Background: an optimization exercise with open tools, aiming at small area and few clock cycles per item. Do not read the settings as production practice. The RTL was checked by simulation tests, not by an equivalence proof against the original design. No activity file was given, so power comes from the tool's default toggle rates.

Design lj_pair_scheduler, start of the top module:
module lj_pair_scheduler #(
  parameter int ADDR_W       = 12,
  parameter int NUM_W        = 16,
  parameter int PIPE_LATENCY = 24,
  parameter int RING_LEN     = 13,
  parameter int STRIDE       = 2,
  parameter int TAPS         = 2
) (
  input  logic              clock,
  input  logic              resetn,
  input  logic              start,
  input  logic [31:0]       ref_x,
  input  logic [31:0]       ref_y,
  input  logic [31:0]       ref_z,
  input  logic [ADDR_W-1:0] base_addr,
  input  logic [NUM_W-1:0]  num_neighbors,
  output logic              busy,
  output logic              done,
  output logic              nb_rd_en,
  output logic [ADDR_W-1:0] nb_rd_addr,
  input  logic [95:0]       nb_rd_data,
  output logic              pipe_ivalid,
  output logic              pipe_iready,
  output logic [31:0]       pipe_ref_x,
  output logic [31:0]       pipe_ref_y,
  output logic [31:0]       pipe_ref_z,
  output logic [31:0]       pipe_nb_x,
  output logic [31:0]       pipe_nb_y,
  output logic [31:0]       pipe_nb_z,
  input  logic              pipe_ovalid,
  input  logic [127:0]      pipe_force,
  output logic              force_valid,
  output logic [127:0]      force_data,
  output logic              force_last,
  input  logic              force_ready,
  output logic              err_unexpected
);
Size: about 2900 cells after synthesis, ~690 I/O pins, ~46000 sq um of cells after synthesis.
Settings: LEC_CHECK=0, CAP_MARGIN=20, CORE_MARGIN=2, CORE_UTILIZATION=45, CTS_CLUSTER_DIAMETER=80, CTS_CLUSTER_SIZE=25, PLACE_DENSITY=0.6, SLEW_MARGIN=20; clock period 6.0 ns.
run.sh (not shown) runs the stock make flow with config.mk's settings and CLKGATE_MAP_FILE= SYNTH_SCRIPT=/design/flow/synth_recipe.tcl, a recipe that flattens the netlist after the stock synthesis.
The first run finished with timing, DRC and antenna clean.
Testbench counts at the start, summed over its fixed seeds: cycles 42,605, items 18,420.
Change:
==> flow/flow/run.sh (new file) <==
#!/bin/bash
# Own layout flow: the standard ORFS flow (standard.sh, all steps up to
# finish) with one change: buffer_ports, which gives every input and output
# port its own buffer during global placement, is told to use the smallest
# buffer cell (sky130_fd_sc_hd__buf_1) instead of choosing one itself. The
# resizer may still upsize any of them later. The make output goes to
# standard_flow.log here; each ORFS step also keeps its own log under orfs/logs.
set -euo pipefail
cd "$(dirname "${BASH_SOURCE[0]}")/.."
export BUFFER_PORTS_ARGS="-buffer_cell sky130_fd_sc_hd__buf_1"
bash standard.sh finish > standard_flow.log 2>&1
==> flow/standard.sh (new file) <==
#!/bin/bash
# synth_recipe.tcl (not shown) runs the flow's synth.tcl, then flattens the netlist and writes it again
# the make line also repeats each setting of config.mk as NAME=value (left out here)
make -C /OpenROAD-flow-scripts/flow DESIGN_CONFIG=/design/flow/config.mk WORK_HOME=/design/flow/orfs CLKGATE_MAP_FILE= SYNTH_SCRIPT=/design/flow/synth_recipe.tcl "${@:-finish}"
CORE_UTILIZATION = 60   (was 45)
CTS_CLUSTER_DIAMETER = 90   (was 80)
CTS_CLUSTER_SIZE = 28   (was 25)
PLACE_DENSITY = 0.75   (was 0.6)
removed: flow/run.sh
Outcome: Utilization goes up by 13 points; global-route usage goes up by 6.4 points; total power goes down by 3.6%; fmax goes up by about 7%.
Change:
CORE_UTILIZATION = 70   (was 60)
PLACE_DENSITY = 0.85   (was 0.75)
Effect: Worst setup slack degrades by 28 ps; count of clock-buffer cells in the layout went down by 5; sequential share of layout area rose by 0.43 points; design area shrinks by 0.53%.

Another version of the RTL of lj_pair_scheduler (not shown whole).
Size in the first run: ~3000 cells after synthesis, about 1900 flip-flops, ~690 I/O pins, roughly 47000 sq um of cells after synthesis.
// lj_pair_scheduler
module lj_pair_scheduler #(
  parameter int ADDR_W       = 12,
  parameter int NUM_W        = 16,
  parameter int PIPE_LATENCY = 24,
  parameter int RING_LEN     = 13,
  parameter int STRIDE       = 2,
  parameter int TAPS         = 3
) (
  input  logic              clock,
  input  logic              resetn,
  input  logic              start,
  input  logic [31:0]       ref_x,
  input  logic [31:0]       ref_y,
  input  logic [31:0]       ref_z,
  input  logic [ADDR_W-1:0] base_addr,
  input  logic [NUM_W-1:0]  num_neighbors,
  output logic              busy,
  output logic              done,
  output logic              nb_rd_en,
  output logic [ADDR_W-1:0] nb_rd_addr,
  input  logic [95:0]       nb_rd_data,
  output logic              pipe_ivalid,
  output logic              pipe_iready,
  output logic [31:0]       pipe_ref_x,
  output logic [31:0]       pipe_ref_y,
  output logic [31:0]       pipe_ref_z,
  output logic [31:0]       pipe_nb_x,
  output logic [31:0]       pipe_nb_y,
  output logic [31:0]       pipe_nb_z,
  input  logic              pipe_ovalid,
  input  logic [127:0]      pipe_force,
  output logic              force_valid,
  output logic [127:0]      force_data,
  output logic              force_last,
  input  logic              force_ready,
  output logic              err_unexpected
);
clock: 6.0 ns
lec_check: 0
cap_margin: 20
core_margin: 2
core_utilization: 70
cts_cluster_diameter: 90
cts_cluster_size: 32
place_density: 0.85
slew_margin: 20
synth_hierarchical: 1
synth_minimum_keep_size: 0
standard.sh (not shown) runs the stock make flow with config.mk's settings and CLKGATE_MAP_FILE= SYNTH_SCRIPT=/design/flow/synth_recipe.tcl, a recipe that flattens the netlist after the stock synthesis.
==> flow/flow/run.sh <==
#!/bin/bash
# Own layout flow: the standard ORFS flow (standard.sh, all steps up to
# finish) with one change: buffer_ports, which gives every input and output
# port its own buffer during global placement, is told to use the smallest
# buffer cell (sky130_fd_sc_hd__buf_1) instead of choosing one itself. The
# resizer may still upsize any of them later. The make output goes to
# standard_flow.log here; each ORFS step also keeps its own log under orfs/logs.
set -euo pipefail
cd "$(dirname "${BASH_SOURCE[0]}")/.."
export BUFFER_PORTS_ARGS="-buffer_cell sky130_fd_sc_hd__buf_1"
bash standard.sh finish > standard_flow.log 2>&1
The baseline passed the timing, design-rule and antenna checks.
Testbench counts at the start, summed over its fixed seeds: cycles 42,133, items 18,420.
Edit:
CTS_CLUSTER_SIZE = 28   (was 32)
The new run completed with no timing, DRC or antenna violations.
Routed wire length rises by 0.52%.
Flip-flop and latch count does not change.
Final area went up by 0.46%.
Edit:
CORE_UTILIZATION = 60   (was 70)
PLACE_DENSITY = 0.75   (was 0.85)
Routed wire length shrinks by 15%; sequential power is about the same; design area grows by 0.57%; power shrinks by 1.8%.

static timing again, ports no longer ideal:
In the flow no input, the clock included, has a driving cell. The finished layouts below were timed again as built, in two steps.
Step 1 sets driving cells, clkbuf_16 on the clock port and buf_2 on the other inputs (assumed; they add their load-dependent delay and slew).
Step 2 moves the port delays by t, midway between the first and last clock arrival at a register: inputs arrive t later, outputs are due t later. That takes back most of the time a late clock gives input paths.
Three values: ideal ports, drivers, drivers and shift; two values: the first two.
run | t, ns | slack for setup (ns) | hold WS [ns]
the first run of note 1 | 0.728 | 1.200 / 1.168 / 1.168 | 0.316 / 0.316 / 0.316
the second run of note 1 | 0.700 | 1.530 / 1.466 / 1.766 | 0.317 / 0.317 / 0.317
the third run of note 1 | 0.716 | 1.502 / 1.439 / 1.738 | 0.321 / 0.321 / 0.321
the first run of note 2 | 0.706 | 1.539 / 1.481 / 1.578 | 0.329 / 0.329 / 0.329
the second run of note 2 | 0.708 | 1.582 / 1.522 / 1.589 | 0.316 / 0.316 / 0.316
the third run of note 2 | 0.706 | 1.782 / 1.723 / 1.736 | 0.313 / 0.313 / 0.313
After both steps every run listed still meets setup and hold. The setup slack of the third run of note 2, which loses most, moves by -0.059 ns with the drivers and by -0.046 ns with both steps.
